Context: an optimization exercise on an open-source flow, tuned for small area, a short achievable clock period and few clock cycles. The choices shown serve that exercise and are no tape-out recipe. RTL that was checked went through simulation tests only; none was proved equivalent to the original. No functional check of the RTL was part of run 1. No activity file was given, so power comes from the tool's default toggle rates.

==> flow/run.sh <==
#!/bin/bash
# synth_recipe.tcl (not shown) runs the flow's synth.tcl, then flattens the netlist and writes it again
# the make line also repeats each setting of config.mk as NAME=value (left out here)
make -C /OpenROAD-flow-scripts/flow DESIGN_CONFIG=/design/flow/config.mk WORK_HOME=/design/flow/orfs CLKGATE_MAP_FILE= SYNTH_SCRIPT=/design/flow/synth_recipe.tcl finish
==> flow/constraint.sdc <==
create_clock -name core_clock -period 5.0 [get_ports {clk_i}]
set_input_delay 1.0000 -clock core_clock [delete_from_list [all_inputs] [get_ports {clk_i}]]
set_output_delay 1.0000 -clock core_clock [all_outputs]
set_load 0.01 [all_outputs]
==> flow/config.mk <==
export PLATFORM = sky130hd
export DESIGN_NAME = acl_access_check_engine
export DESIGN_NICKNAME = acl_access_check_engine
export VERILOG_FILES = /design/flow/design.v
export SDC_FILE = /design/flow/constraint.sdc
export NUM_CORES = 4
export LEC_CHECK = 0
export CAP_MARGIN = 20
export CORE_MARGIN = 2
export CORE_UTILIZATION = 55
export GPL_TIMING_DRIVEN = 1
export PLACE_DENSITY = 0.7
export SETUP_SLACK_MARGIN = 0.2
export SLEW_MARGIN = 20
==> flow/design.v <==
module acl_access_check_engine #(
  parameter int ENTRY_DEPTH = 32,
  parameter int GROUP_DEPTH = 16,
  parameter int ID_BITS     = 16
) (
  input  logic        clk_i,
  input  logic        rst_ni,
  input  logic        cfg_we_i,
  input  logic [2:0]  cfg_idx_i,
  input  logic [15:0] cfg_wdata_i,
  input  logic        req_valid_i,
  output logic        req_ready_o,
  input  logic [2:0]  req_mode_i,
  input  logic [15:0] req_sid_i,
  input  logic [6:0]  req_rights_i,
  input  logic        req_is_deny_i,
  input  logic        req_inherited_i,
  input  logic        req_keep_inherited_i,
  output logic        rsp_valid_o,
  input  logic        rsp_ready_i,
  output logic [1:0]  rsp_status_o,
  output logic        rsp_access_granted_o,
  output logic [2:0]  rsp_decision_reason_o,
  output logic [6:0]  rsp_granted_rights_o,
  output logic [6:0]  rsp_missing_rights_o,
  output logic [5:0]  rsp_deciding_entry_o
);
  localparam int NE = 32;
  localparam int NG = 16;
  localparam logic [2:0] MODE_CLEAR     = 3'd0;
  localparam logic [2:0] MODE_ADD_GROUP = 3'd1;
  localparam logic [2:0] MODE_MARK      = 3'd2;
  localparam logic [2:0] MODE_ADD_ENTRY = 3'd3;
  localparam logic [2:0] MODE_SORT      = 3'd4;
  localparam logic [2:0] MODE_CUT       = 3'd5;
  localparam logic [2:0] MODE_EVAL      = 3'd6;
  localparam logic [6:0] WRITE_KIND     = 7'h6A;
  localparam logic [6:0] READ_EXEC      = 7'h05;
  localparam logic [6:0] OWNER_IMPLICIT = 7'h30;
  localparam logic [6:0] TAKE_OWNER     = 7'h40;
  localparam logic [1:0] C_NONE = 2'd0;
  localparam logic [1:0] C_FULL = 2'd1;
  localparam logic [1:0] C_OWN  = 2'd2;
  localparam logic [1:0] C_DO   = 2'd3;
  localparam logic [1:0] F_RUN   = 2'd0;
  localparam logic [1:0] F_SWEEP = 2'd1;
  localparam logic [1:0] F_ROT   = 2'd2;
  localparam logic [1:0] F_PUT   = 2'd3;
  logic [15:0] user_q, owner_q;
  logic [1:0]  tok_q, lbl_q;
  logic        nru_q, priv_q, null_q;
  logic        pend_q;           
  logic        uo_q;             
  logic        gown_q;           
  always_ff @(posedge clk_i or negedge rst_ni) begin
    if (!rst_ni) begin
      user_q  <= '0;
      owner_q <= '0;
      tok_q   <= 2'd1;
      lbl_q   <= 2'd1;
      nru_q   <= 1'b0;
      priv_q  <= 1'b0;
      null_q  <= 1'b0;
    end else if (cfg_we_i) begin
      case (cfg_idx_i)
        3'd0: user_q  <= cfg_wdata_i;
        3'd1: owner_q <= cfg_wdata_i;
        3'd2: tok_q   <= cfg_wdata_i[1:0];
        3'd3: lbl_q   <= cfg_wdata_i[1:0];
        3'd4: nru_q   <= cfg_wdata_i[0];
        3'd5: priv_q  <= cfg_wdata_i[0];
        3'd6: null_q  <= cfg_wdata_i[0];
        default: ;
      endcase
    end
  end
  logic        a_v;
  logic [2:0]  a_mode;
  logic [15:0] a_sid;
  logic [6:0]  a_rt;
  logic        a_dn, a_ih, a_keep;
  logic        exec, busy, in_acc;
  logic [NE-1:0]      v;             
  logic [NE*16-1:0]   e_id;
  logic [NE*7-1:0]    e_rt;
  logic [NE-1:0]      e_dn, e_ih, e_o1, e_k, e_s;    
  logic [NE*2-1:0]    e_cat;
  logic [NG-1:0]      gv;            
  logic [NG*16-1:0]   g_id;
  logic [NG-1:0]      g_do;
  logic               smode_q;       
  logic               stale_q;       
  logic               h_v;
  logic [15:0]        h_id;
  logic [6:0]         h_rt;
  logic               h_dn, h_ih, h_k, h_s, h_o1;
  logic [1:0]         h_cat;
  logic [1:0]         fsm_q;
  logic [4:0]         step_q;
  logic               swp_q;         
  logic [15:0] x;
  logic [1:0]  xsrc;                 
  logic [NG-1:0] gm, gfirst;
  logic        x_any, x_do, x_ndo, x0, x1, xu, xo;
  logic [1:0]  x_cat;
  always_comb begin
    case (xsrc)
      2'd0: x = a_sid;
      2'd1: x = e_id[(NE-1)*16 +: 16];
      2'd2: x = h_id;
      default: x = owner_q;
    endcase
  end
  always_comb begin : b_grp
    logic seen;
    seen = 1'b0;
    x_do = 1'b0;
    x_ndo = 1'b0;
    for (int g = 0; g < NG; g++) begin
      gm[g] = gv[g] && (g_id[g*16 +: 16] == x);
      gfirst[g] = gm[g] && !seen;
      seen = seen | gm[g];
      if (gfirst[g]) x_do = g_do[g];
      if (gm[g] && !g_do[g]) x_ndo = 1'b1;
    end
    x_any = seen;
  end
  assign x0 = x == 16'd0;
  assign x1 = x == 16'd1;
  assign xu = x == user_q;
  assign xo = x == owner_q;
  assign x_cat = (x0 || xu) ? C_FULL : x1 ? C_OWN : x_any ? (x_do ? C_DO : C_FULL) : C_NONE;
  logic          ins;              
  logic          rot;              
  logic [1:0]    src0;             
  logic          v0;               
  logic          k0;               
  logic          do_clear, do_cut, do_sort, do_kzero;
  logic [NE-1:0] below_full;       
  logic [NE-1:0] sh;
  always_comb begin
    below_full[0] = 1'b1;
    for (int i = 1; i < NE; i++) below_full[i] = below_full[i-1] && v[i-1];
    for (int i = 0; i < NE; i++) sh[i] = rot || (ins && below_full[i]);
  end
  logic [15:0] n_id;
  logic [6:0]  n_rt;
  logic        n_dn, n_ih, n_k, n_dn0, n_s, n_o1;
  logic [1:0]  n_cat;
  logic        carry;              
  assign n_dn0 = n_dn;
  always_comb begin
    case (src0)
      2'd1: begin
        n_id = e_id[(NE-1)*16 +: 16]; n_rt = e_rt[(NE-1)*7 +: 7];
        n_dn = e_dn[NE-1]; n_ih = e_ih[NE-1]; n_k = e_k[NE-1]; n_s = e_s[NE-1];
        n_cat = carry ? e_cat[(NE-1)*2 +: 2] : x_cat; n_o1 = carry ? e_o1[NE-1] : x1;
      end
      2'd2: begin
        n_id = h_id; n_rt = h_rt; n_dn = h_dn; n_ih = h_ih; n_k = h_k; n_s = h_s;
        n_cat = h_cat; n_o1 = h_o1;
      end
      default: begin
        n_id = a_sid; n_rt = a_rt; n_dn = a_dn; n_ih = a_ih; n_k = k0; n_s = k0 && !a_dn;
        n_cat = x_cat; n_o1 = x1;
      end
    endcase
  end
  for (genvar i = 0; i < NE; i++) begin : g_row
    logic [15:0] p_id;
    logic [6:0]  p_rt;
    logic        p_dn, p_ih, p_k, p_o1, p_v, p_s;
    logic [1:0]  p_cat;
    if (i == 0) begin : g_first
      assign p_id = n_id; assign p_rt = n_rt; assign p_dn = n_dn; assign p_ih = n_ih;
      assign p_k = n_k; assign p_o1 = n_o1; assign p_cat = n_cat; assign p_v = v0;
      assign p_s = n_s;
    end else begin : g_next
      assign p_id = e_id[(i-1)*16 +: 16]; assign p_rt = e_rt[(i-1)*7 +: 7];
      assign p_dn = e_dn[i-1]; assign p_ih = e_ih[i-1]; assign p_k = e_k[i-1];
      assign p_o1 = e_o1[i-1]; assign p_cat = e_cat[(i-1)*2 +: 2]; assign p_v = v[i-1];
      assign p_s = e_s[i-1];
    end
    always_ff @(posedge clk_i) begin
      if (sh[i]) begin
        e_id[i*16 +: 16] <= p_id;
        e_rt[i*7 +: 7]   <= p_rt;
        e_dn[i]          <= p_dn;
        e_o1[i]          <= p_o1;
        e_cat[i*2 +: 2]  <= p_cat;
      end
      if (sh[i]) e_ih[i] <= p_ih;
      else if (do_cut) e_ih[i] <= 1'b0;
      if (do_kzero) e_k[i] <= 1'b0;
      else if (sh[i]) e_k[i] <= p_k;
      else if (do_sort) e_k[i] <= e_ih[i];
      if (do_kzero) e_s[i] <= 1'b0;
      else if (sh[i]) e_s[i] <= p_s;
      else if (do_sort) e_s[i] <= !e_dn[i];
    end
    always_ff @(posedge clk_i or negedge rst_ni) begin
      if (!rst_ni) v[i] <= 1'b0;
      else if (sh[i]) v[i] <= p_v;
      else if (do_clear) v[i] <= 1'b0;
      else if (do_cut && e_ih[i] && !a_keep) v[i] <= 1'b0;
    end
  end
  logic g_add, g_mark;
  for (genvar g = 0; g < NG; g++) begin : g_grp
    logic wr;
    if (g == 0) begin : g_w0
      assign wr = g_add && !gv[0];
    end else begin : g_wn
      assign wr = g_add && !gv[g] && gv[g-1];
    end
    always_ff @(posedge clk_i) begin
      if (wr) g_id[g*16 +: 16] <= a_sid;
      if (wr) g_do[g] <= 1'b0;
      else if (g_mark && gm[g]) g_do[g] <= 1'b1;
    end
  end
  logic [6:0]  F;
  logic        any_v, all_v;
  logic [NE-1:0] hit;
  logic [NE*7-1:0] a0, a1, c0, c1, P, miss;
  logic [6:0]  T0, T1;
  logic [NE*2-1:0] seg;
  assign F     = WRITE_KIND | (nru_q ? READ_EXEC : 7'd0);
  assign any_v = |v;
  assign all_v = &v;
  logic [NE*7-1:0] aa;
  logic [6:0] Tall;
  always_comb begin
    Tall = 7'd0;
    for (int i = 0; i < NE; i++) begin
      aa[i*7 +: 7] = af[i] ? e_rt[i*7 +: 7] : 7'd0;
      a0[i*7 +: 7] = (af[i] && !e_k[i]) ? e_rt[i*7 +: 7] : 7'd0;
      a1[i*7 +: 7] = (af[i] &&  e_k[i]) ? e_rt[i*7 +: 7] : 7'd0;
      Tall = Tall | aa[i*7 +: 7];
    end
  end
  always_comb begin : b_chain
    logic [NE*7-1:0] p0, p1;
    for (int i = 0; i < NE; i++) begin
      p0[i*7 +: 7] = a0[(NE-1-i)*7 +: 7];
      p1[i*7 +: 7] = a1[(NE-1-i)*7 +: 7];
    end
    for (int l = 0; l < 5; l++)
      for (int i = 0; i < NE; i++)
        if (((i >> l) & 1) == 1) begin
          p0[i*7 +: 7] = p0[i*7 +: 7] | p0[(((i >> (l+1)) << (l+1)) + (1 << l) - 1)*7 +: 7];
          p1[i*7 +: 7] = p1[i*7 +: 7] | p1[(((i >> (l+1)) << (l+1)) + (1 << l) - 1)*7 +: 7];
        end
    for (int i = 0; i < NE; i++) begin
      c0[i*7 +: 7] = (i == NE-1) ? 7'd0 : p0[(NE-2-i)*7 +: 7];
      c1[i*7 +: 7] = (i == NE-1) ? 7'd0 : p1[(NE-2-i)*7 +: 7];
    end
  end
  assign T0 = c0[0 +: 7] | a0[0 +: 7];
  assign T1 = c1[0 +: 7] | a1[0 +: 7];
  always_comb begin
    for (int i = 0; i < NE; i++) begin
      if (!smode_q) P[i*7 +: 7] = c0[i*7 +: 7];
      else if (!e_k[i]) P[i*7 +: 7] = e_dn[i] ? 7'd0 : c0[i*7 +: 7];
      else P[i*7 +: 7] = T0 | (e_dn[i] ? 7'd0 : c1[i*7 +: 7]);
      seg[i*2 +: 2] = {e_k[i], e_s[i]};
    end
  end
  logic [6:0] K, Rp1;
  assign K   = (priv_q ? TAKE_OWNER : 7'd0) | (pk ? OWNER_IMPLICIT : 7'd0);
  assign Rp1 = a_rt & ~K;
  always_comb begin
    for (int i = 0; i < NE; i++) begin
      miss[i*7 +: 7] = e_rt[i*7 +: 7] & Rp1 & ~P[i*7 +: 7];
      hit[i] = (dap[i] && (miss[i*7 +: 7] != 7'd0)) ||
               (af[i] && ((Rp1 & ~P[i*7 +: 7] & ~e_rt[i*7 +: 7]) == 7'd0));
    end
  end
  logic [1:0] st1;                 
  logic [2:0] kind1;               
  logic [6:0] G01;
  assign G01 = a_rt & K;
  always_comb begin
    st1 = 2'd0;
    if (a_mode == MODE_ADD_GROUP && gv[NG-1]) st1 = 2'd1;
    if (a_mode == MODE_ADD_ENTRY && all_v) st1 = 2'd1;
    if (a_mode != MODE_EVAL)                             kind1 = 3'd0;
    else if (a_rt == 7'd0)                               kind1 = 3'd1;
    else if ((tok_q < lbl_q) && ((a_rt & F) != 7'd0))    kind1 = 3'd2;
    else if (G01 == a_rt)                                kind1 = 3'd3;
    else if (null_q)                                     kind1 = 3'd4;
    else if (!any_v)                                     kind1 = 3'd5;
    else                                                 kind1 = 3'd6;
  end
  logic          p2_v;
  logic [2:0]    p2_kind;
  logic [1:0]    p2_st;
  logic [6:0]    p2_g0, p2_rp;
  logic [NE-1:0] p2_hit;
  logic [6:0]    R2, Rp2, G0;
  logic [3:0]    seg_any;
  logic [NE-1:0] first, bef;
  assign G0    = p2_g0;
  assign Rp2   = p2_rp;
  assign R2    = p2_g0 | p2_rp;
  logic [4*NE-1:0] hs, olds;
  always_comb begin : b_seg
    logic [4*NE-1:0] p;
    for (int q = 0; q < 4; q++)
      for (int i = 0; i < NE; i++)
        hs[q*NE + i] = p2_hit[i] && (seg[i*2 +: 2] == 2'(q));
    for (int q = 0; q < 4; q++) seg_any[q] = |hs[q*NE +: NE];
    for (int q = 0; q < 4; q++)
      for (int i = 0; i < NE; i++) p[q*NE + i] = hs[q*NE + NE-1-i];
    for (int l = 0; l < 5; l++)
      for (int q = 0; q < 4; q++)
        for (int i = 0; i < NE; i++)
          if (((i >> l) & 1) == 1)
            p[q*NE + i] = p[q*NE + i] | p[q*NE + ((i >> (l+1)) << (l+1)) + (1 << l) - 1];
    for (int q = 0; q < 4; q++)
      for (int i = 0; i < NE; i++)
        olds[q*NE + i] = (i == NE-1) ? 1'b0 : p[q*NE + NE-2-i];
  end
  logic [NE-1:0] earlier;
  always_comb begin
    for (int i = 0; i < NE; i++) begin
      case (seg[i*2 +: 2])
        2'd0: earlier[i] = olds[0*NE + i];
        2'd1: earlier[i] = seg_any[0] || olds[1*NE + i];
        2'd2: earlier[i] = seg_any[0] || seg_any[1] || olds[2*NE + i];
        default: earlier[i] = seg_any[0] || seg_any[1] || seg_any[2] || olds[3*NE + i];
      endcase
      first[i] = p2_hit[i] && !earlier[i];
      bef[i]   = v[i] && !earlier[i] && !p2_hit[i];
    end
  end
  logic [6:0] dP, drt;
  logic       d_dn;
  always_comb begin
    dP = 7'd0; drt = 7'd0; d_dn = 1'b0;
    for (int i = 0; i < NE; i++) begin
      if (bef[i]) dP = dP | aa[i*7 +: 7];
      if (first[i]) begin
        drt  = drt | e_rt[i*7 +: 7];
        d_dn = d_dn | e_dn[i];
      end
    end
  end
  logic          p3_v, p3_ddn, p3_any;
  logic [2:0]    p3_kind;
  logic [1:0]    p3_st;
  logic [6:0]    p3_g0, p3_rp, p3_ta, p3_drt, p3_dp;
  logic [NE-1:0] p3_bef;
  logic [6:0]  R3, G3, Gend3;
  logic        ix3;
  logic [19:0] rsp3;               
  assign R3    = p3_g0 | p3_rp;
  assign G3    = p3_g0 | (R3 & p3_dp);
  assign Gend3 = p3_g0 | (R3 & p3_ta);
  always_comb begin
    ix3 = 1'b0;
    case (p3_kind)
      3'd0: rsp3 = {p3_st, 1'b0, 3'd0, 7'd0, 7'd0};
      3'd1: rsp3 = {2'd2, 1'b0, 3'd0, 7'd0, 7'd0};
      3'd2: rsp3 = {2'd0, 1'b0, 3'd1, 7'd0, R3 & F};
      3'd3: rsp3 = {2'd0, 1'b1, 3'd2, R3, 7'd0};
      3'd4: rsp3 = {2'd0, 1'b1, 3'd3, R3, 7'd0};
      3'd5: rsp3 = {2'd0, 1'b0, 3'd4, p3_g0, p3_rp};
      default: begin
        ix3 = p3_any;
        if (!p3_any)     rsp3 = {2'd0, 1'b0, 3'd7, Gend3, R3 & ~Gend3};
        else if (p3_ddn) rsp3 = {2'd0, 1'b0, 3'd5, G3, p3_drt & p3_rp & ~p3_dp};
        else             rsp3 = {2'd0, 1'b1, 3'd6, R3, 7'd0};
      end
    endcase
  end
  logic [5:0] idx;
  always_comb begin : b_count
    logic [8*3-1:0] n;
    logic [4*4-1:0] s3;
    logic [2*5-1:0] s4;
    for (int i = 0; i < 8; i++) begin
      logic [3:0] b;
      b = p3_bef[4*i +: 4];
      n[i*3+2] = &b;
      n[i*3+1] = ((b[0] ^ b[1]) && (b[2] ^ b[3])) || ((b[0] && b[1]) ^ (b[2] && b[3]));
      n[i*3+0] = ^b;
    end
    for (int i = 0; i < 4; i++)  s3[i*4 +: 4] = {1'b0, n[2*i*3 +: 3]} + {1'b0, n[(2*i+1)*3 +: 3]};
    for (int i = 0; i < 2; i++)  s4[i*5 +: 5] = {1'b0, s3[2*i*4 +: 4]} + {1'b0, s3[(2*i+1)*4 +: 4]};
    idx = {1'b0, s4[0 +: 5]} + {1'b0, s4[5 +: 5]};
  end
  logic uo_n, gown_n, own_n;
  always_comb begin
    uo_n = uo_q;
    gown_n = gown_q;
    if (pend_q) begin
      uo_n   = xu;
      gown_n = x_ndo;
    end else if (fsm_q == F_RUN && exec) begin
      case (a_mode)
        MODE_CLEAR:     gown_n = 1'b0;
        MODE_ADD_GROUP: if (!gv[NG-1] && xo) gown_n = 1'b1;
        MODE_MARK:      if (xo) gown_n = 1'b0;
        default: ;
      endcase
    end
  end
  assign own_n = uo_n || gown_n;
  logic [NE-1:0] af, dap, nx_v, nx_dn, nx_o1, af_n, dap_n;
  logic [NE*2-1:0] nx_cat;
  logic pk, pk_n;
  always_comb begin
    for (int i = 0; i < NE; i++) begin
      if (sh[i]) begin
        nx_v[i]  = (i == 0) ? v0 : v[(i == 0) ? 0 : i-1];
        nx_dn[i] = (i == 0) ? n_dn0 : e_dn[(i == 0) ? 0 : i-1];
        nx_o1[i] = (i == 0) ? n_o1 : e_o1[(i == 0) ? 0 : i-1];
        nx_cat[i*2 +: 2] = (i == 0) ? n_cat : e_cat[((i == 0) ? 0 : i-1)*2 +: 2];
      end else begin
        nx_v[i]  = v[i] && !do_clear && !(do_cut && e_ih[i] && !a_keep);
        nx_dn[i] = e_dn[i];
        nx_o1[i] = e_o1[i];
        nx_cat[i*2 +: 2] = e_cat[i*2 +: 2];
      end
      af_n[i]  = nx_v[i] && !nx_dn[i] && ((nx_cat[i*2 +: 2] == C_FULL) ||
                 ((nx_cat[i*2 +: 2] == C_OWN) && own_n));
      dap_n[i] = nx_v[i] && nx_dn[i] && ((nx_cat[i*2 +: 2] == C_FULL) || (nx_cat[i*2 +: 2] == C_DO) ||
                 ((nx_cat[i*2 +: 2] == C_OWN) && own_n));
    end
    pk_n = own_n && !(|(nx_v & nx_o1));
  end
  always_ff @(posedge clk_i or negedge rst_ni) begin
    if (!rst_ni) begin
      af  <= '0;
      dap <= '0;
      pk  <= 1'b1;
    end else begin
      af  <= af_n;
      dap <= dap_n;
      pk  <= pk_n;
    end
  end
  logic need_sweep, need_mat;
  assign need_sweep = (a_mode == MODE_EVAL) && stale_q;
  assign need_mat   = smode_q && ((a_mode == MODE_SORT) || ((a_mode == MODE_ADD_ENTRY) && a_dn));
  logic o_v, stall, a2_v;
  logic [25:0] o_q;
  assign stall  = o_v && !rsp_ready_i;
  assign busy   = (fsm_q != F_RUN) || pend_q;
  logic fsm_go;
  assign fsm_go = !(p2_v && stall);
  assign exec   = a_v && !busy && !stall && !need_sweep && !need_mat;
  assign req_ready_o = !a2_v;
  assign in_acc = req_valid_i && req_ready_o;
  logic c_v, h_le;
  assign c_v  = v[NE-1];
  assign h_le = {h_k, !h_dn} <= {e_k[NE-1], !e_dn[NE-1]};
  always_comb begin
    ins = 1'b0; rot = 1'b0; src0 = 2'd0; v0 = 1'b1; k0 = smode_q;
    do_clear = 1'b0; do_cut = 1'b0; do_sort = 1'b0; do_kzero = 1'b0;
    g_add = 1'b0; g_mark = 1'b0;
    xsrc = 2'd0;
    if (pend_q) xsrc = 2'd3;
    carry = (fsm_q == F_ROT) || (fsm_q == F_PUT);
    case (fsm_q)
      F_SWEEP: begin
        rot = fsm_go; src0 = 2'd1; v0 = c_v; xsrc = 2'd1;
      end
      F_ROT: begin
        rot = fsm_go;
        if (!c_v || !h_v) begin
          src0 = 2'd1; v0 = 1'b0;                   
        end else if (h_le) begin
          src0 = 2'd2; v0 = 1'b1;                   
        end else begin
          src0 = 2'd1; v0 = 1'b1;                   
        end
      end
      F_PUT: begin
        ins = h_v && fsm_go; src0 = 2'd2; v0 = 1'b1;
        do_kzero = !swp_q && fsm_go;
      end
      default: begin
        if (exec) begin
          case (a_mode)
            MODE_CLEAR:     do_clear = 1'b1;
            MODE_ADD_GROUP: g_add = !gv[NG-1];
            MODE_MARK:      g_mark = 1'b1;
            MODE_ADD_ENTRY: ins = !all_v;
            MODE_SORT:      do_sort = 1'b1;
            MODE_CUT:       do_cut = 1'b1;
            default: ;
          endcase
        end
      end
    endcase
  end
  always_ff @(posedge clk_i or negedge rst_ni) begin
    if (!rst_ni) begin
      fsm_q   <= F_RUN;
      step_q  <= '0;
      swp_q   <= 1'b0;
      h_v     <= 1'b0;
      smode_q <= 1'b0;
      stale_q <= 1'b0;
      gv      <= '0;
      pend_q  <= 1'b0;
      uo_q    <= 1'b1;
      gown_q  <= 1'b0;
    end else begin
      pend_q <= cfg_we_i;
      uo_q   <= uo_n;
      gown_q <= gown_n;
      if (cfg_we_i && cfg_idx_i == 3'd0 && any_v) stale_q <= 1'b1;
      if (fsm_go) case (fsm_q)
        F_SWEEP: begin
          step_q <= step_q + 5'd1;
          if (step_q == 5'd31) begin
            fsm_q   <= F_RUN;
            stale_q <= 1'b0;
          end
        end
        F_ROT: begin
          if (c_v) begin
            if (!h_v) h_v <= 1'b1;
            else if (!h_le) swp_q <= 1'b1;
          end
          step_q <= step_q + 5'd1;
          if (step_q == 5'd31) fsm_q <= F_PUT;
        end
        F_PUT: begin
          h_v <= 1'b0;
          step_q <= '0;
          swp_q  <= 1'b0;
          if (swp_q) fsm_q <= F_ROT;
          else begin
            fsm_q   <= F_RUN;
            smode_q <= 1'b0;
          end
        end
        default: begin
          step_q <= '0;
          if (a_v && !busy) begin
            if (need_sweep) fsm_q <= F_SWEEP;
            else if (need_mat) begin
              fsm_q <= F_ROT;
              swp_q <= 1'b0;
            end
          end
          if (exec) begin
            case (a_mode)
              MODE_CLEAR: begin
                gv      <= '0;
                smode_q <= 1'b0;
                stale_q <= 1'b0;
              end
              MODE_ADD_GROUP: if (!gv[NG-1]) begin
                gv <= {gv[NG-2:0], 1'b1};
                if (any_v) stale_q <= 1'b1;
              end
              MODE_MARK: begin
                if (any_v) stale_q <= 1'b1;
              end
              MODE_SORT: smode_q <= 1'b1;
              default: ;
            endcase
          end
        end
      endcase
    end
  end
  always_ff @(posedge clk_i) begin
    if (fsm_go && fsm_q == F_ROT && c_v && (!h_v || h_le)) begin
      h_id <= e_id[(NE-1)*16 +: 16];
      h_rt <= e_rt[(NE-1)*7 +: 7];
      h_dn <= e_dn[NE-1];
      h_ih <= e_ih[NE-1];
      h_k  <= e_k[NE-1];
      h_s  <= e_s[NE-1];
      h_cat <= e_cat[(NE-1)*2 +: 2];
      h_o1 <= e_o1[NE-1];
    end
  end
  logic [28:0] a2_q;
  always_ff @(posedge clk_i or negedge rst_ni) begin
    if (!rst_ni) begin
      a_v  <= 1'b0;
      a2_v <= 1'b0;
    end else begin
      if (!a_v || exec) begin
        a_v  <= a2_v || in_acc;
        a2_v <= 1'b0;
      end else if (in_acc) begin
        a2_v <= 1'b1;
      end
    end
  end
  always_ff @(posedge clk_i) begin
    if (!a_v || exec) begin
      if (a2_v) {a_mode, a_sid, a_rt, a_dn, a_ih, a_keep} <= a2_q;
      else if (in_acc) begin
        a_mode <= req_mode_i;
        a_sid  <= req_sid_i;
        a_rt   <= req_rights_i;
        a_dn   <= req_is_deny_i;
        a_ih   <= req_inherited_i;
        a_keep <= req_keep_inherited_i;
      end
    end
    if (in_acc && a_v && !exec)
      a2_q <= {req_mode_i, req_sid_i, req_rights_i, req_is_deny_i, req_inherited_i,
               req_keep_inherited_i};
  end
  always_ff @(posedge clk_i or negedge rst_ni) begin
    if (!rst_ni) begin
      p2_v <= 1'b0;
      p3_v <= 1'b0;
      o_v  <= 1'b0;
    end else if (!stall) begin
      p2_v <= exec;
      p3_v <= p2_v;
      o_v  <= p3_v;
    end
  end
  always_ff @(posedge clk_i) begin
    if (!stall) begin
      p2_kind <= kind1;
      p2_st  <= st1;
      p2_g0  <= G01;
      p2_rp  <= Rp1;
      p2_hit <= hit;
      p3_kind <= p2_kind;
      p3_st  <= p2_st;
      p3_g0  <= p2_g0;
      p3_rp  <= p2_rp;
      p3_ta  <= Tall;
      p3_drt <= drt;
      p3_dp  <= dP;
      p3_ddn <= d_dn;
      p3_any <= |p2_hit;
      p3_bef <= bef;
      o_q    <= {rsp3, ix3 ? idx : 6'd32};
    end
  end
  assign rsp_valid_o           = o_v;
  assign rsp_status_o          = o_q[25:24];
  assign rsp_access_granted_o  = o_q[23];
  assign rsp_decision_reason_o = o_q[22:20];
  assign rsp_granted_rights_o  = o_q[19:13];
  assign rsp_missing_rights_o  = o_q[12:6];
  assign rsp_deciding_entry_o  = o_q[5:0];
endmodule
==> run notes, run 1 <==
The wire length of the first global-routing pass is 970.6 mm. The largest net degree at the start of global routing is 87. A synthesized cell averages 10.22 um^2. For the routability-driven placement congestion ratio, the log shows 1.311.

After legalization and detailed placement, the total HPWL measured 410.1 mm. Count of flip-flops with a built-in enable after synthesis: 1,253. The tool reported: "[ERROR GRT-0116] Global routing finished with congestion. Check the congestion regions in the DRC Viewer". The tools report the step where the flow halted as 5_1_grt. The number of standard-cell rows in the floorplan was 145. The die extent in y works out to 400.8 um. Global routing consumed, over all layers together, 87.45% of the routing resources. The run stopped with a tool error.

After global routing the overflow that remains totals 5,186. After synthesis, the netlist uses 111 different library cells. The cell sitting at the root of the clock tree is a clkbuf_16. The clock net in this run drives a total of 1,632 sinks. The worst slack after detailed placement was -0.2981 ns. The tools report the netlist area before placement as 0.08661 mm^2. The H-tree was split into 4 levels. Die extent in x: 400.8 um. The leading register cell type out of synthesis was edfxtp_1.

Counting along the longest clock path gives a buffer depth of 3. In the synthesized netlist the async set-or-reset flop fraction comes to 10.48%. The placed cell count came out at 11,305. The initial cell density of the core was 55.38%. The count of synthesis-stage warnings from yosys came out at 1. The tools report the number of buffers created by CTS as 165.

The tools report the number of global-route vias before repair as 106,157. In the synthesized netlist, the number of instances is 8,472. The number of port buffers came out at 80. The number of storage elements in the synthesis netlist is 1,632.

For this run, the register share of the synthesized area comes to 53.20%. When the netlist entered floorplanning its net count stood at 8,591. For this design the top-level I/O count stands at 81.
timing repair:
action | in CTS
hold buffers | 0
setup endpoints to repair | 37
endpoints found under the hold margin | 0
pin swaps | 5
setup buffers | 10
gates resized for setup | 36
synthesized netlist by cell type, types with 140 or more instances:
cell | number | area (um^2)
nand2_1 | 878 | 3296
dfrtp_1 | 167 | 4179
nand4_1 | 219 | 1370
a21oi_1 | 389 | 1947
inv_1 | 345 | 1295
o21ai_0 | 345 | 1727
nor2b_1 | 145 | 907.1
a22oi_1 | 244 | 1832
and3_1 | 140 | 875.8
clkbuf_1 | 493 | 1851
and2_1 | 152 | 950.9
dfxtp_1 | 208 | 4164
edfxtp_1 | 1253 | 37630
nand3_1 | 436 | 2182
nor2_1 | 582 | 2185
logic make-up after synthesis:
group,share of synthesized area (%)
AND/OR/NAND/NOR,19.67
AO/OA/AOI/OAI,19.00
flip-flops,53.20
buffers and inverters,4.367
multiplexers,2.371
adder cells (fa/ha/maj),1.101
XOR/XNOR,0.3034
power by group through the flow:
stage | Sequential [mW] | Combinational (mW) | Clock [mW]
after floorplan | 24.3 | 16.5 | 0
after global placement | 26.3 | 36.5 | 0
after detailed placement | 26.9 | 37.5 | 0
after CTS | 27.1 | 38.8 | 13.6
through the flow:
stage                     cell area (um^2)  hold WS [ns]
after floorplan                      86620        0.4003
after global placement               98490        0.4000
after detailed placement             98490        0.4045
after CTS                           104600        0.2934
how the worst min path moves through the flow:
| stage | from | endpoint | cells after the start |
|---|---|---|---|
| after floorplan | e_id[84] | e_id[100] | 0 |
| after detailed placement | e_id[189] | e_id[205] | 0 |
| after CTS | rst_ni | gv[8] | 1 |
| after global placement | e_id[358] | e_id[374] | 0 |
metal layers:
layer	global-route usage, %	GRT overflow
met4	75.62	722
met2	94.63	1476
met5	66.49	196
met3	81.02	1037
met1	92.10	1755
==> run 2, diff against run 1 <==
--- a/flow/design.v
+++ b/flow/design.v
@@ -231,2 +231,4 @@
   logic [NE*7-1:0] aa;
+  logic [NE-1:0] af;
+  assign af = af0 | af1;
   logic [6:0] Tall;
@@ -236,4 +238,4 @@
       aa[i*7 +: 7] = af[i] ? e_rt[i*7 +: 7] : 7'd0;
-      a0[i*7 +: 7] = (af[i] && !e_k[i]) ? e_rt[i*7 +: 7] : 7'd0;
-      a1[i*7 +: 7] = (af[i] &&  e_k[i]) ? e_rt[i*7 +: 7] : 7'd0;
+      a0[i*7 +: 7] = af0[i] ? e_rt[i*7 +: 7] : 7'd0;
+      a1[i*7 +: 7] = af1[i] ? e_rt[i*7 +: 7] : 7'd0;
       Tall = Tall | aa[i*7 +: 7];
@@ -352,3 +354,3 @@
   logic [6:0]    p3_g0, p3_rp, p3_ta, p3_drt, p3_dp;
-  logic [NE-1:0] p3_bef;
+  logic [8*3-1:0] p3_nib;         
   logic [6:0]  R3, G3, Gend3;
@@ -377,14 +379,17 @@
   logic [5:0] idx;
-  always_comb begin : b_count
-    logic [8*3-1:0] n;
-    logic [4*4-1:0] s3;
-    logic [2*5-1:0] s4;
+  logic [8*3-1:0] nib;
+  always_comb begin : b_nib
     for (int i = 0; i < 8; i++) begin
       logic [3:0] b;
-      b = p3_bef[4*i +: 4];
-      n[i*3+2] = &b;
-      n[i*3+1] = ((b[0] ^ b[1]) && (b[2] ^ b[3])) || ((b[0] && b[1]) ^ (b[2] && b[3]));
-      n[i*3+0] = ^b;
+      b = bef[4*i +: 4];
+      nib[i*3+2] = &b;
+      nib[i*3+1] = ((b[0] ^ b[1]) && (b[2] ^ b[3])) || ((b[0] && b[1]) ^ (b[2] && b[3]));
+      nib[i*3+0] = ^b;
     end
-    for (int i = 0; i < 4; i++)  s3[i*4 +: 4] = {1'b0, n[2*i*3 +: 3]} + {1'b0, n[(2*i+1)*3 +: 3]};
+  end
+  always_comb begin : b_count
+    logic [4*4-1:0] s3;
+    logic [2*5-1:0] s4;
+    for (int i = 0; i < 4; i++)
+      s3[i*4 +: 4] = {1'b0, p3_nib[2*i*3 +: 3]} + {1'b0, p3_nib[(2*i+1)*3 +: 3]};
     for (int i = 0; i < 2; i++)  s4[i*5 +: 5] = {1'b0, s3[2*i*4 +: 4]} + {1'b0, s3[(2*i+1)*4 +: 4]};
@@ -409,3 +414,3 @@
   assign own_n = uo_n || gown_n;
-  logic [NE-1:0] af, dap, nx_v, nx_dn, nx_o1, af_n, dap_n;
+  logic [NE-1:0] af0, af1, dap, nx_v, nx_dn, nx_o1, nx_k, af_n, dap_n;
   logic [NE*2-1:0] nx_cat;
@@ -418,2 +423,3 @@
         nx_o1[i] = (i == 0) ? n_o1 : e_o1[(i == 0) ? 0 : i-1];
+        nx_k[i]  = !do_kzero && ((i == 0) ? n_k : e_k[(i == 0) ? 0 : i-1]);
         nx_cat[i*2 +: 2] = (i == 0) ? n_cat : e_cat[((i == 0) ? 0 : i-1)*2 +: 2];
@@ -423,2 +429,3 @@
         nx_o1[i] = e_o1[i];
+        nx_k[i]  = !do_kzero && (do_sort ? e_ih[i] : e_k[i]);
         nx_cat[i*2 +: 2] = e_cat[i*2 +: 2];
@@ -434,3 +441,4 @@
     if (!rst_ni) begin
-      af  <= '0;
+      af0 <= '0;
+      af1 <= '0;
       dap <= '0;
@@ -438,3 +446,4 @@
     end else begin
-      af  <= af_n;
+      af0 <= af_n & ~nx_k;
+      af1 <= af_n & nx_k;
       dap <= dap_n;
@@ -446,3 +455,3 @@
   assign need_mat   = smode_q && ((a_mode == MODE_SORT) || ((a_mode == MODE_ADD_ENTRY) && a_dn));
-  logic o_v, stall, a2_v;
+  logic stall, o_v;
   logic [25:0] o_q;
@@ -453,3 +462,3 @@
   assign exec   = a_v && !busy && !stall && !need_sweep && !need_mat;
-  assign req_ready_o = !a2_v;
+  assign req_ready_o = !a_v || (!busy && !stall && !need_sweep && !need_mat);
   assign in_acc = req_valid_i && req_ready_o;
@@ -584,31 +593,16 @@
   end
-  logic [28:0] a2_q;
   always_ff @(posedge clk_i or negedge rst_ni) begin
-    if (!rst_ni) begin
-      a_v  <= 1'b0;
-      a2_v <= 1'b0;
-    end else begin
-      if (!a_v || exec) begin
-        a_v  <= a2_v || in_acc;
-        a2_v <= 1'b0;
-      end else if (in_acc) begin
-        a2_v <= 1'b1;
-      end
-    end
+    if (!rst_ni) a_v <= 1'b0;
+    else if (in_acc) a_v <= 1'b1;
+    else if (exec) a_v <= 1'b0;
   end
   always_ff @(posedge clk_i) begin
-    if (!a_v || exec) begin
-      if (a2_v) {a_mode, a_sid, a_rt, a_dn, a_ih, a_keep} <= a2_q;
-      else if (in_acc) begin
-        a_mode <= req_mode_i;
-        a_sid  <= req_sid_i;
-        a_rt   <= req_rights_i;
-        a_dn   <= req_is_deny_i;
-        a_ih   <= req_inherited_i;
-        a_keep <= req_keep_inherited_i;
-      end
+    if (in_acc) begin
+      a_mode <= req_mode_i;
+      a_sid  <= req_sid_i;
+      a_rt   <= req_rights_i;
+      a_dn   <= req_is_deny_i;
+      a_ih   <= req_inherited_i;
+      a_keep <= req_keep_inherited_i;
     end
-    if (in_acc && a_v && !exec)
-      a2_q <= {req_mode_i, req_sid_i, req_rights_i, req_is_deny_i, req_inherited_i,
-               req_keep_inherited_i};
   end
@@ -641,3 +635,3 @@
       p3_any <= |p2_hit;
-      p3_bef <= bef;
+      p3_nib <= nib;
       o_q    <= {rsp3, ix3 ? idx : 6'd32};
--- a/flow/config.mk
+++ b/flow/config.mk
@@ -9,6 +9,5 @@
 export CORE_MARGIN = 2
-export CORE_UTILIZATION = 55
-export GPL_TIMING_DRIVEN = 1
-export PLACE_DENSITY = 0.7
-export SETUP_SLACK_MARGIN = 0.2
+export CORE_UTILIZATION = 40
+export MIN_ROUTING_LAYER = met2
+export PLACE_DENSITY = 0.6
 export SLEW_MARGIN = 20
==> run notes, run 2 <==
Of the synthesized area, sequential elements account for 53.65%. For this configuration, the core starts out at a cell density of 40.24%. The first global-routing pass estimated 975.7 mm of wire.

The number of nets handed over by synthesis was 8,434. edfxtp_1 takes more of the synthesized area than any other cell. For the number of global-route vias before repair, the log shows 143,766. The top cell type by area accounts for 42.83% of the synthesized area. By area the synthesized netlist is led by edfxtp_1, dfrtp_1, dfxtp_1. The count of flip-flops with a built-in enable after synthesis was 1,216; the residual overflow from global routing was 3,710. The run stopped with a tool error.

The number of distinct library cell variants in the gate-level netlist after synthesis was 127; the maximum clock path buffer count was 3. The run gives 8,315 as the gate count of the mapped netlist. The first error in the log reads "[ERROR GRT-0116] Global routing finished with congestion. Check the congestion regions in the DRC Viewer".

The logs give 0 for the post-CTS repair timing setup buffer count and -0.2290 ns for the worst slack after detailed placement. Clock tree synthesis inserted a total of 175 buffers. The leading register cell type out of synthesis is edfxtp_1. Pin placement for this block handled 81 I/O pins.

The number of storage elements in the synthesis netlist is 1,626. During placement, the flow inserted port buffers numbering 80. The largest net degree at the start of global routing is 102. The run gives 0.08525 mm^2 as the netlist area before placement. In this run, post-CTS hold repair placed 0 buffers. The CTS H-tree depth is 4, and the global routing usage summed across all routing layers is 94.01%.

The step where the flow halted was 5_1_grt. Routability-driven placement finished with a final weighted congestion of 1.453. Counting instances in the post-synthesis netlist gives the leading cell types as edfxtp_1, nand2_1, nor2_1, clkbuf_1, a21oi_1. After legalization and detailed placement, the total HPWL measured 448.1 mm. For the number of standard-cell rows in the floorplan, the log shows 169. The die extent in y is 465.7 um, and the count of synthesis-stage warnings from yosys is 1.

CTS placed an instance of clkbuf_16 at the clock tree root. By instance count, the leading cell after synthesis is edfxtp_1. For this run, asynchronously set or reset flops after synthesis account for 12.42%. The floorplan step set the die width to 465.7 um.

The sink count of the clock tree is 1,626, and the mean instance size in the synthesized netlist is 10.25 um^2.
[run 2: what timing repair did]
item	CTS
gates resized for setup	25
endpoints found under the setup margin	57
pin swaps	3
[run 2: logic make-up after synthesis]
kind of cell	synth area share, %
and+or+nand+nor	18.49
AOI/OAI and AO/OA	20.41
adders and majority gates	1.118
DFF	53.65
xor gates and xnor gates	0.2466
muxes	1.795
buffers and inverters	4.291
[run 2: worst max path at each step]
stage	end	depth (start not counted)	slack [ns]
3_3_place_gp	p2_hit[3]	13	-0.57
2_1_floorplan	pk	13	-0.78
4_1_cts	af1[18]	18	0.003
3_5_place_dp	p2_hit[3]	14	-0.23
[run 2: metal layers]
| metal | track usage, % | GRT overflow |
|---|---|---|
| met1 | - | - |
| met2 | 93.68 | 664 |
| met3 | 100.9 | 2273 |
| met4 | 84.09 | 440 |
| met5 | 90.47 | 333 |
[run 2: power groups by stage]
| stage | clock, mW | sequential [mW] | combinational (mW) |
|---|---|---|---|
| floorplan | 0 | 24.3 | 18.7 |
| CTS | 13.9 | 26.9 | 47.0 |
| global placement | 0 | 26.6 | 46.6 |
| detailed placement | 0 | 26.9 | 46.5 |
[run 2: through the flow]
| stage | cell area, um^2 | std cells |
|---|---|---|
| 2_1_floorplan | 85810 | 8315 |
| 3_3_place_gp | 101200 | 12220 |
| 3_5_place_dp | 101200 | 12220 |
| 4_1_cts | 107300 | 12550 |
Testbench counts of run 2, summed over its fixed seeds: cycles 40,850.
==> run 3, diff against run 2 <==
--- a/flow/config.mk
+++ b/flow/config.mk
@@ -9,5 +9,5 @@
 export CORE_MARGIN = 2
-export CORE_UTILIZATION = 40
+export CORE_UTILIZATION = 30
 export MIN_ROUTING_LAYER = met2
-export PLACE_DENSITY = 0.6
+export PLACE_DENSITY = 0.55
 export SLEW_MARGIN = 20
==> run notes, run 3 <==
The run stopped with a tool error. The flow halted during 5_1_grt. The tool reported: "[ERROR GRT-0116] Global routing finished with congestion. Check the congestion regions in the DRC Viewer". Number of port buffers: 80. The most used flip-flop cell after synthesis is edfxtp_1. The residual overflow from global routing was 5,073. 81 I/O pins were placed. Entering global routing, the biggest net connects 75 pins. Global routing used 85.49% of the available tracks across all layers. For the CTS H-tree depth, the log shows 4. The most instantiated library cell after synthesis is edfxtp_1. The mean instance size in the synthesized netlist came out at 10.25 um^2. The logs give 195 for the number of standard-cell rows in the floorplan and 1.483 for the routability-driven placement congestion ratio. Counting flops with a built-in enable in the synthesized netlist gives 1,216. Yosys attributes the largest share of cell area to edfxtp_1, dfrtp_1, dfxtp_1.

The clock drives 1,626 sinks. Counting flops with an async set or reset pin after synthesis yields a share of 12.42%. For the number of buffers created by CTS, the log shows 195. The first global-routing pass estimated 1168 mm of wire. For this run, the register share of the synthesized area comes to 53.65%. The maximum clock path buffer count was 4; the area share of the largest cell type after synthesis was 42.83%. edfxtp_1 takes more of the synthesized area than any other cell. The die is 537.1 um tall.

Once placement completed, the tool counted placed cells totaling 13,683. Synthesis handed over a netlist of 8,315 instances. Clock tree synthesis selected as its root buffer the cell clkbuf_16. The initial utilization of the core area, before any placement, comes to 30.17%.

The commonest cells after synthesis are edfxtp_1, nand2_1, nor2_1, clkbuf_1, a21oi_1. The count of synthesis-stage warnings from yosys is 1. When the netlist entered floorplanning its net count stood at 8,434. The die is 537.1 um wide. Yosys mapped the design onto 127 distinct sky130hd cell types. For the number of hold buffers added after CTS, the log shows 0. The run gives 541.3 mm as the detailed placement HPWL. In this run, synthesis produced a sequential element count of 1,626. The cell area that synthesis handed to floorplanning was 0.08525 mm^2. The number of global-route vias before repair is 154,170, and the cell area after placement is 0.1068 mm^2.
## run 3: logic make-up after synthesis
group	synth area share [%]
xor+xnor	0.2466
flops	53.65
compound gates	20.41
simple gates	18.49
mux	1.795
buf+inv	4.291
fa+ha+maj	1.118
## run 3: how the worst max path moves through the flow
stage	endpoint	start	cells after the start
after floorplan	pk	rsp_ready_i	13
after global placement	p3_dp[5]	p2_hit[3]	18
after CTS	p2_hit[19]	af0[26]	20
after detailed placement	p3_dp[5]	p2_hit[3]	18
## run 3: power groups by stage
stage | sequential, mW | combinational, mW | clock (mW)
3_3_place_gp | 26.8 | 51.9 | 0
3_5_place_dp | 26.9 | 51.7 | 0
4_1_cts | 26.9 | 52.1 | 15.4
2_1_floorplan | 24.3 | 18.7 | 0
## run 3: what timing repair did
item | CTS
endpoints found under the setup margin | 131
hold endpoints to repair | 0
pin swaps | 9
resized for setup | 42
setup buffers | 7
## run 3: per-layer routing
metal  global-route usage (%)  overflow
met1                        -         -
met2                    85.53       374
met3                    97.88      3942
met4                    66.53       255
met5                    77.40       502
## run 3: stage by stage
stage | hold slack (ns) | worst slack, ns
CTS | 0.08440 | 0.003248
detailed placement | 0.4045 | -0.7246
global placement | 0.4003 | -0.8316
floorplan | 0.4003 | -0.7821
==> run 4, diff against run 3 <==
--- a/flow/config.mk
+++ b/flow/config.mk
@@ -10,4 +10,4 @@
 export CORE_UTILIZATION = 30
-export MIN_ROUTING_LAYER = met2
 export PLACE_DENSITY = 0.55
+export SETUP_SLACK_MARGIN = 0.1
 export SLEW_MARGIN = 20
==> run notes, run 4 <==
Timing would allow up to 0.1950 GHz. The post-layout worst setup margin is -0.1276 ns. The area share of the largest cell type after synthesis is 42.83%. In the final timing run, aggregate negative setup slack is -0.3149 ns. The initial antenna violation count is 96, and the total power per unit cell area is 843.6 mW/mm^2.

In this run the worst path has a maximum fanout of 13. For the number of DRC violations after detailed routing, the log shows 0. The routability-driven placement congestion ratio came out at 1.118.

Once layout is done, the placed cells without fillers occupy 0.1116 mm^2. The critical path data required time is 5.68 ns, and the number of port buffers is 80. Summed over all nets, the half-perimeter wirelength after detailed placement is 503.0 mm.

The number of global-route vias before repair is 84,044. The proportion of synthesized flip-flops having asynchronous set or reset was 12.42%. Once the floorplan was initialized, standard cells occupied 30.17% of the core. The global routing usage summed across all routing layers was 42.66%; the largest stage delay on the critical path was 0.82 ns.

Walking the worst path, the cells encountered are buf_4 > buf_4 > a222oi_1 > and3_1 > buf_4 > and3_2 > nand4_1 > buf_4 > a21o_1 > buf_12 > a21oi_1 > o221ai_1 > o21ai_1 > a221o_1 > nand2_1 > o21ai_2. The area fraction in and, or, nand and nor cells after synthesis came out at 18.49%. Clock-pin slew on the worst setup and hold paths: 0.07 ns.

In the final layout, the registers with the most flip-flops are e_id (512), g_id (256), e_rt (224). Kind of end point of the critical path: a flip-flop. The share of the clock period used by the worst path is 102.6%, and the transition time at the pin with the least slew margin is 1.375 ns. The critical path launch point type was a flip-flop. Using the TritonRoute via totals, the vias-per-cell ratio works out to 6.485. The run gives 0 as the residual overflow from global routing. e_id holds more flip-flops than any other register. The number of standard-cell rows in the floorplan was 195; the die footprint was 0.2885 mm^2.

The count of synthesis-stage warnings from yosys is 1. The minimum clock period after layout works out to 5.128 ns. The category of the most critical setup path is flip-flop to flip-flop.

The portion of synthesized area spent on multiplexers is 1.795%. Of the total synthesized cell area, the portion taken by XOR and XNOR cells is 0.2466%. Clock tree synthesis inserted a total of 192 buffers. Setup repair after global routing could not meet its margin everywhere. The number of storage elements in the synthesis netlist is 1,626. Across the VDD grid, the largest voltage drop is 0.6460 mV. Slowest stage cell on the critical path: a222oi_1.

The tools report the iteration count of the initial detailed-routing pass as 12. Setup violations remaining at the end of the flow were counted as 6. Clock latency on the worst-skew pair, taken at its later pin, is 0.93 ns. The first global-routing pass estimated 817.1 mm of wire. In the layout the commonest cells are buf_4, edfxtp_1, nand2_1.

The leading register cell type out of synthesis is edfxtp_1. The routed layout has 89,461 vias. After filler insertion, the fill cell instance count of the layout stands at 27,748.

The run gives 0 as the total count of hold-check failures in the final report. The H-tree was split into 4 levels. The number of nets in the layout came out at 9,975. In this run the cell area of the synthesized design comes to 0.08525 mm^2.

The flow ran to the end, but the layout failed its checks. Cell type with the highest occurrence count on the critical path: buf_4. Classification of the worst-slack hold path: primary input to asynchronous set/reset pin.

The mean instance size in the synthesized netlist works out to 10.25 um^2. Largest net degree at the start of global routing: 115. Across the run, the number of max-cap violations was 0. Sink count of the clock tree: 1,626. Cells with a size suffix above 1 make up 25.50% of the layout.

Total power draw: 94.19 mW. Counting along the longest clock path gives a buffer depth of 4. The tools report the arrival time at the worst endpoint as 5.81 ns.

The largest total area in the synthesized netlist belongs to edfxtp_1. By area the synthesized netlist is led by edfxtp_1, dfrtp_1, dfxtp_1. The tools report the number of placed I/O pins as 81.

After detailed routing, the total wire length is 633.5 mm. Sorting the synthesized cells by how often they occur yields edfxtp_1, nand2_1, nor2_1, clkbuf_1, a21oi_1. The cell area after placement was 0.1045 mm^2.

Measured against its own limit, the worst slew margin works out to 8.352%. The dominant combinational cell family by area after synthesis is compound AO/OA/AOI/OAI gates. For the area occupied by registers, the log shows 0.04575 mm^2. TritonCTS built the clock tree.

Yosys mapped a number of flops with a built-in enable equal to 1,216. The die is 537.1 um wide. Leaving out fill and tap cells, the most frequent cell in the layout is buf_4. Of the synthesized area, sequential elements account for 53.65%. Worst hold slack across all endpoints: 0.03752 ns.

The reasons given for failing layout checks are setup timing. The synthesized netlist devotes 20.41% of its cell area to compound gates. Dividing the detail-routed wire length by the instance count gives 45.92 um. The register with the most flip-flops in the layout has 512 of them.

The logs give 0 for the count of final max-slew check failures and 0 for the remaining antenna violation count after routing. The area growth from synthesis to layout is 30.96%. The tools report the root buffer cell as clkbuf_16. Summed over all cells, the static leakage comes to 43.82 nW. The violation count after the first detailed-routing iteration was 15,572; the die extent in y was 537.1 um. The multi-input gate area in the final layout came out at 0.03692 mm^2. The post-synthesis net count was 8,434. After synthesis, the netlist uses 127 different library cells. Between clock sinks in the finished design, the worst skew comes to 0.08209 ns. The logs give 8,315 for the gate count of the mapped netlist and 0.2825 mm^2 for the placeable core region. In the post-synthesis netlist, the cell with the most instances is edfxtp_1.

The share of synthesized cell area in full adder, half adder and majority cells came out at 1.118%.
## run 4: cell counts after synthesis
No cell type changed its count.
## run 4: timing repair
item | CTS | global route
gates resized for setup | 47 | 89
gates cloned | 0 | 1
setup endpoints to repair | 134 | 115
pin swaps | 7 | 20
hold buffers | 0 | 0
hold endpoints to repair | 0 | 0
setup buffers | 2 | 6
## run 4: final cells by class
| class | instances | area share (%) |
|---|---|---|
| Multi-Input combinational cell | 5759 | 33.07 |
| Antenna cell | 39 | 0.08741 |
| Inverter | 389 | 1.390 |
| Clock buffer | 250 | 4.709 |
| Sequential cell | 1626 | 40.98 |
| Clock inverter | 102 | 1.036 |
| Timing Repair Buffer | 1888 | 14.54 |
| Tap cell | 3743 | 4.195 |
## run 4: logic make-up (layout without fill, tap and decap cells)
| logic type | after synthesis | after routing |
|---|---|---|
| compound gates | 2403 | 2403 |
| mux | 143 | 143 |
| xor+xnor | 24 | 24 |
| other cells | 0 | 39 |
| flops | 1626 | 1626 |
| fa+ha+maj | 66 | 66 |
| buf+inv | 930 | 2629 |
| simple gates | 3123 | 3123 |
## run 4: worst paths after layout
path / cells after the start / end / slack, ns / startpoint
worst min register to register: 0 / e_id[334] / 0.40 / e_id[318]
worst min-delay path: 1 / af1[16] / 0.04 / rst_ni
worst max register to register: 16 / p2_hit[26] / -0.13 / af0[14]
min in group core_clock: 0 / e_id[334] / 0.40 / e_id[318]
max in group asynchronous: 2 / pend_q / 3.72 / rst_ni
worst max-delay path: 16 / p2_hit[26] / -0.13 / af0[14]
## run 4: through the flow
step                std cells  utilization, %  setup WS, ns
floorplan                8315               -       -0.7821
global placement        13394           36.98        -1.491
detailed placement      13396           36.99       -0.7729
CTS                     13750           39.33       0.07000
global route            13761           39.49       0.07090
finish                  13796           39.52       -0.1276
## run 4: report_power, final
group / internal [mW] / switching (mW) / total, mW
registers: 21.9 / 4.85 / 26.7
logic: 16.3 / 36.5 / 52.8
clock network: 8.39 / 6.27 / 14.7
## run 4: critical path: cells and delay by family (launching register included)
family / cells / cell delay (ns)
AO/OA/AOI/OAI: 7 / 2.39
buffers and inverters: 5 / 1.09
flip-flops: 1 / 0.54
AND/OR/NAND/NOR: 4 / 0.82
## run 4: per-layer routing
layer / share of wire (%) / GRT usage [%] / vias up
met3: 11 / 13.30 / 1803
met2: 41 / 61.09 / 6963
met4: 8.9 / 30.76 / 36
li1: - / - / 35279
met1: 39 / 54.16 / 45380
met5: 0.048 / 0 / -
==> run 5, diff against run 4 <==
--- a/flow/design.v
+++ b/flow/design.v
@@ -224,4 +224,4 @@
   logic [NE-1:0] hit;
-  logic [NE*7-1:0] a0, a1, c0, c1, P, miss;
-  logic [6:0]  T0, T1;
+  logic [NE*7-1:0] a0, a1, c0, c1;
+  logic [6:0]  T0;
   logic [NE*2-1:0] seg;
@@ -260,9 +260,11 @@
   end
-  assign T0 = c0[0 +: 7] | a0[0 +: 7];
-  assign T1 = c1[0 +: 7] | a1[0 +: 7];
+  always_comb begin
+    T0 = 7'd0;
+    for (int i = 0; i < NE; i++) T0 = T0 | a0[i*7 +: 7];
+  end
+  logic [NE*7-1:0] Pd, Pa;
   always_comb begin
     for (int i = 0; i < NE; i++) begin
-      if (!smode_q) P[i*7 +: 7] = c0[i*7 +: 7];
-      else if (!e_k[i]) P[i*7 +: 7] = e_dn[i] ? 7'd0 : c0[i*7 +: 7];
-      else P[i*7 +: 7] = T0 | (e_dn[i] ? 7'd0 : c1[i*7 +: 7]);
+      Pd[i*7 +: 7] = e_k[i] ? T0 : (smode_q ? 7'd0 : c0[i*7 +: 7]);
+      Pa[i*7 +: 7] = e_k[i] ? (T0 | c1[i*7 +: 7]) : c0[i*7 +: 7];
       seg[i*2 +: 2] = {e_k[i], e_s[i]};
@@ -274,7 +276,5 @@
   always_comb begin
-    for (int i = 0; i < NE; i++) begin
-      miss[i*7 +: 7] = e_rt[i*7 +: 7] & Rp1 & ~P[i*7 +: 7];
-      hit[i] = (dap[i] && (miss[i*7 +: 7] != 7'd0)) ||
-               (af[i] && ((Rp1 & ~P[i*7 +: 7] & ~e_rt[i*7 +: 7]) == 7'd0));
-    end
+    for (int i = 0; i < NE; i++)
+      hit[i] = (dap[i] && ((e_rt[i*7 +: 7] & Rp1 & ~Pd[i*7 +: 7]) != 7'd0)) ||
+               (af[i] && ((~Rp1 | e_rt[i*7 +: 7] | Pa[i*7 +: 7]) == 7'h7F));
   end
@@ -397,3 +397,3 @@
   end
-  logic uo_n, gown_n, own_n;
+  logic uo_n, gown_n;
   always_comb begin
@@ -413,27 +413,13 @@
   end
-  assign own_n = uo_n || gown_n;
-  logic [NE-1:0] af0, af1, dap, nx_v, nx_dn, nx_o1, nx_k, af_n, dap_n;
-  logic [NE*2-1:0] nx_cat;
-  logic pk, pk_n;
-  always_comb begin
-    for (int i = 0; i < NE; i++) begin
-      if (sh[i]) begin
-        nx_v[i]  = (i == 0) ? v0 : v[(i == 0) ? 0 : i-1];
-        nx_dn[i] = (i == 0) ? n_dn0 : e_dn[(i == 0) ? 0 : i-1];
-        nx_o1[i] = (i == 0) ? n_o1 : e_o1[(i == 0) ? 0 : i-1];
-        nx_k[i]  = !do_kzero && ((i == 0) ? n_k : e_k[(i == 0) ? 0 : i-1]);
-        nx_cat[i*2 +: 2] = (i == 0) ? n_cat : e_cat[((i == 0) ? 0 : i-1)*2 +: 2];
-      end else begin
-        nx_v[i]  = v[i] && !do_clear && !(do_cut && e_ih[i] && !a_keep);
-        nx_dn[i] = e_dn[i];
-        nx_o1[i] = e_o1[i];
-        nx_k[i]  = !do_kzero && (do_sort ? e_ih[i] : e_k[i]);
-        nx_cat[i*2 +: 2] = e_cat[i*2 +: 2];
-      end
-      af_n[i]  = nx_v[i] && !nx_dn[i] && ((nx_cat[i*2 +: 2] == C_FULL) ||
-                 ((nx_cat[i*2 +: 2] == C_OWN) && own_n));
-      dap_n[i] = nx_v[i] && nx_dn[i] && ((nx_cat[i*2 +: 2] == C_FULL) || (nx_cat[i*2 +: 2] == C_DO) ||
-                 ((nx_cat[i*2 +: 2] == C_OWN) && own_n));
+  logic [NE-1:0] af0, af1, dap, af_n, dap_n;
+  logic pk, pk_n, own, chg, mod_q;
+  assign own = uo_q || gown_q;
+  always_comb begin
+    for (int i = 0; i < NE; i++) begin
+      af_n[i]  = v[i] && !e_dn[i] && ((e_cat[i*2 +: 2] == C_FULL) ||
+                 ((e_cat[i*2 +: 2] == C_OWN) && own));
+      dap_n[i] = v[i] && e_dn[i] && ((e_cat[i*2 +: 2] == C_FULL) || (e_cat[i*2 +: 2] == C_DO) ||
+                 ((e_cat[i*2 +: 2] == C_OWN) && own));
     end
-    pk_n = own_n && !(|(nx_v & nx_o1));
+    pk_n = own && !(|(v & e_o1));
   end
@@ -441,15 +427,18 @@
     if (!rst_ni) begin
-      af0 <= '0;
-      af1 <= '0;
-      dap <= '0;
-      pk  <= 1'b1;
+      af0   <= '0;
+      af1   <= '0;
+      dap   <= '0;
+      pk    <= 1'b1;
+      mod_q <= 1'b0;
     end else begin
-      af0 <= af_n & ~nx_k;
-      af1 <= af_n & nx_k;
-      dap <= dap_n;
-      pk  <= pk_n;
+      af0   <= af_n & ~e_k;
+      af1   <= af_n & e_k;
+      dap   <= dap_n;
+      pk    <= pk_n;
+      mod_q <= chg;
     end
   end
-  logic need_sweep, need_mat;
+  logic need_sweep, need_mat, need_fresh;
   assign need_sweep = (a_mode == MODE_EVAL) && stale_q;
+  assign need_fresh = (a_mode == MODE_EVAL) && mod_q;
   assign need_mat   = smode_q && ((a_mode == MODE_SORT) || ((a_mode == MODE_ADD_ENTRY) && a_dn));
@@ -461,4 +450,6 @@
   assign fsm_go = !(p2_v && stall);
-  assign exec   = a_v && !busy && !stall && !need_sweep && !need_mat;
-  assign req_ready_o = !a_v || (!busy && !stall && !need_sweep && !need_mat);
+  assign exec   = a_v && !busy && !stall && !need_sweep && !need_mat && !need_fresh;
+  assign req_ready_o = !a_v || (!busy && !stall && !need_sweep && !need_mat && !need_fresh);
+  assign chg = ins || rot || do_clear || do_cut || do_sort || do_kzero || pend_q ||
+               g_add || g_mark;
   assign in_acc = req_valid_i && req_ready_o;
--- a/flow/config.mk
+++ b/flow/config.mk
@@ -9,5 +9,5 @@
 export CORE_MARGIN = 2
-export CORE_UTILIZATION = 30
-export PLACE_DENSITY = 0.55
-export SETUP_SLACK_MARGIN = 0.1
+export CORE_UTILIZATION = 40
+export PLACE_DENSITY = 0.62
+export SETUP_SLACK_MARGIN = 0.6
 export SLEW_MARGIN = 20
==> run notes, run 5 <==
Counting both buffers and inverters, the worst setup path holds a total of 4. 81 I/O pins were placed. After layout, the minimum clock period comes to 4.508 ns.

The initial cell density of the core was 40.23%; the clock-pin slew on the worst setup and hold paths was 0.06 ns. In this run the standard cell core region covers 0.2023 mm^2. The iteration count of the initial detailed-routing pass is 9, and the number of storage elements in the synthesis netlist is 1,627. The number of global-route vias before repair is 72,401.

Entering global routing, the biggest net connects 86 pins. The largest registers in the layout are e_id (512), g_id (256), e_rt (224). After synthesis, flip-flops and latches occupy 57.80% of the total area. The die extent in y came out at 455.1 um. Area growth from synthesis to layout: 24.41%. The synthesized design spends more area on one cell type than any other, namely edfxtp_1. When the netlist entered floorplanning its net count stood at 7,495. The total power draw is 87.52 mW. On the final layout, the worst clock skew is 0.06101 ns. After detailed routing, the total wire length is 485.5 mm.

The critical path goes through buf_4 > a22o_1 > a221oi_2 > nand4_1 > buf_4 > nor3_2 > buf_4 > and4_2 > and3_1 > buf_12 > nand4_1 > or2_4 > a31oi_2 > o41ai_4. From left edge to right edge, the die measures 455.1 um. In this run the tightest slew margin relative to its limit is 15.53%.

The later pin in the worst-skew pair is clocked with a latency of 0.88 ns. edfxtp_1 is the most common cell in the netlist. The detail route stage leaves a number of antenna-violating nets equal to 0. Input and output buffers added on the ports amount to 80. The number of buffers created by CTS was 179. By area the synthesized netlist is led by edfxtp_1, dfrtp_1, nand2_1. TritonCTS built the clock tree. Cell type with the highest occurrence count on the critical path: buf_4. The path class of the tightest hold or removal check is primary input to asynchronous set/reset pin.

Root buffer cell: clkbuf_16. Data on the critical path arrives at its endpoint at 5.05 ns. Setup repair after global routing could not meet its margin everywhere. The register with the most flip-flops in the layout has 512 of them.

The count of flip-flops with a built-in enable after synthesis was 1,344. After the first detailed-routing iteration, the DRC count stood at 15,091. On the critical path, the stage with the largest delay is an instance of a221oi_2.

The proportion of synthesized flip-flops having asynchronous set or reset is 12.48%, and the residual overflow from global routing is 0. For the wire length of the first global-routing pass, the log shows 642.1 mm. The category of the most critical setup path was flip-flop to flip-flop.

Once detailed placement completed, the half-perimeter wirelength came to 371.6 mm. The maximum resistive drop on vdd was 0.5737 mV. The standby leakage power came out at 38.48 nW. Dividing the detail-routed wire length by the instance count gives 43.21 um.

The tools report the kind of end point of the critical path as a flip-flop. The tools report the routability-driven placement congestion ratio as 1.171. The multi-input gate area in the final layout is 0.03252 mm^2, and the count of fill cells added during filler insertion is 18,247. The count of final max-slew check failures came out at 0. Broken down by cell family, the worst path's largest delay share belongs to simple AND/OR/NAND/NOR gates. The initial antenna violation count is 68.

In the finished design, the share of the clock period the worst path needs comes to 90.15%. Along the worst path, the maximum fanout reaches 10. In the routed layout, each cell is associated on average with a via count of 7.023. Setup violations remaining at the end of the flow were counted as 0. For the global routing usage summed across all routing layers, the log shows 45.80%. Based on the critical path, the design can be clocked at up to 0.2219 GHz. The floorplan has 165 rows. By count the netlist is led by edfxtp_1, nand2_1, nor2_1, clkbuf_1, a21oi_1. The worst setup path is launched from a flip-flop. Of the cells placed in the final design, the portion with a size suffix greater than 1 is 21.56%. The run finished with no timing, DRC or antenna violations. The area occupied by registers is 0.04707 mm^2, and the die footprint is 0.2071 mm^2. In this run, distinct cell masters in the synthesized netlist total 109.

After synthesis the cells add up to 0.08140 mm^2. In this run the deepest clock path goes through 3 buffers. The run gives 1 as the count of synthesis-stage warnings from yosys. The max-capacitance violation count was 0. The CTS H-tree depth is 4. In the layout the commonest cells are edfxtp_1, buf_4, nand2_1. After the last flow step, the layout net total stands at 8,478. Of the post-synthesis cell area, the dominant cell type holds 49.58%. The tools report the number of vias in the routed layout as 78,903.

Clock tree synthesis found a total of 1,627 sinks. The transition time at the pin with the least slew margin was 1.254 ns. For the total count of hold-check failures in the final report, the log shows 0. The leading cell type in the layout, fill and taps excluded was edfxtp_1. The number of DRC violations after detailed routing is 0.

The register ranked first by flip-flop count was e_id. The accumulated negative setup slack was 0 ns; the largest stage delay on the critical path was 0.53 ns. The total power per unit cell area was 864.2 mW/mm^2; the gate count of the mapped netlist was 7,377. At the worst endpoint, the required time is 5.54 ns. Averaged over all synthesized cells, the footprint is 11.03 um^2. The leading register cell type out of synthesis is edfxtp_1.
## run 5: cell count changes in the layout (fill, tap and decap cells not counted), sizes merged, moves of 70 or more
cell	delta
o21ai	-184
edfxtp	+128
nand2	-252
nand3b	+82
buf	-545
nor2b	-93
xnor2	+78
dfxtp	-128
inv	-197
a21oi	-70
o22ai	-74
a22oi	+79
## run 5: stage by stage
| step | instance area [um^2] | hold WS, ns | worst slack (ns) | instances | util, % |
|---|---|---|---|---|---|
| 6_report | 101300 | 0.06822 | 0.4925 | 11235 | 50.05 |
| 5_1_grt | 101200 | 0.07432 | 0.5107 | 11195 | 50.00 |
| 4_1_cts | 100200 | 0.07461 | 0.5862 | 11140 | 49.54 |
| 3_5_place_dp | 93470 | 0.4045 | -0.3860 | 10773 | 46.20 |
| 3_3_place_gp | 93460 | 0.4004 | -0.4005 | 10771 | 46.19 |
| 2_1_floorplan | 81400 | 0.4003 | 0.6005 | 7377 | - |
## run 5: cell families (layout without fill, tap and decap cells)
family,count (synthesis),in the layout,share of synthesized area [%]
muxes,120,120,1.523
AOI/OAI and AO/OA,1969,1969,17.63
other,0,49,0
buffers and inverters,724,1861,3.471
DFF,1627,1627,57.80
adders and majority gates,65,65,1.156
xor gates and xnor gates,138,138,1.485
and+or+nand+nor,2734,2734,16.94
## run 5: final timing paths
kind | startpoint | to | slack [ns] | cells past startpoint
min reg2reg | e_id[80] | e_id[96] | 0.40 | 0
min | rst_ni | v[20] | 0.07 | 1
max | af0[9] | p2_hit[1] | 0.49 | 14
min in group core_clock | e_id[80] | e_id[96] | 0.40 | 0
max reg2reg | af0[9] | p2_hit[1] | 0.49 | 14
max in group asynchronous | rst_ni | af0[13] | 3.79 | 2
## run 5: cell type report
class                      instances  area share, %
antenna                           49         0.1211
timing repair buffer            1343          11.27
clock buffer                     226          4.707
multi-input combinational       5026          32.12
tap                             2672          3.301
clock inverter                   109          1.315
inverter                         183         0.6833
sequential                      1627          46.48
## run 5: repair_timing
item / CTS / global route
gates cloned: 0 / 0
buffers inserted: 32 / 44
endpoints found under the setup margin: 202 / 182
hold buffers: 0 / 0
pin swaps: 27 / 40
resized for setup: 90 / 131
## run 5: report_power, final
group	internal (mW)	leakage, nW	switching (mW)
clock	7.83	2.92	5.99
sequential	22.7	16.4	5.24
combinational	14.4	19.2	31.4
## run 5: per-layer routing
layer | part of all wire [%] | vias to the layer above | global-route usage (%)
li1 | - | 30782 | -
met1 | 37 | 38878 | 58.32
met2 | 40 | 7151 | 62.87
met3 | 14 | 2050 | 17.51
met4 | 9.4 | 42 | 34.00
met5 | 0.058 | - | 0
Testbench counts of run 5, summed over its fixed seeds: cycles 42,443.

## what the ideal ports hide
Ports are ideal in the flow. The routed layouts listed here were re-timed in OpenROAD. Step 1 assumes that a clkbuf_16 drives the clock port and a buf_2 every other input. Step 2 adds t to the input delays and takes it off the output delays; t is the mean of the earliest and latest rising clock arrival at the registers after step 1. Input paths then give back, and output paths get back, about the clock's delay inside the block. Three values: no drivers, after step 1, after step 2; two values: the first two.
| run | t (ns) | setup WS [ns] | hold WS [ns] | latest minus earliest clock arrival (ns) | pins driven straight from the clock port |
|---|---|---|---|---|---|
| run 4 | 1.002 | -0.128 / -0.128 / -0.128 | 0.038 / -0.023 / 0.396 | 0.084 / 0.084 | 1 |
| run 5 | 0.945 | 0.492 / 0.492 / 0.152 | 0.068 / 0.027 / 0.403 | 0.061 / 0.061 | 1 |
The setup slack of run 5, which loses most, moves by 0.000 ns with the drivers and by -0.340 ns with both steps.
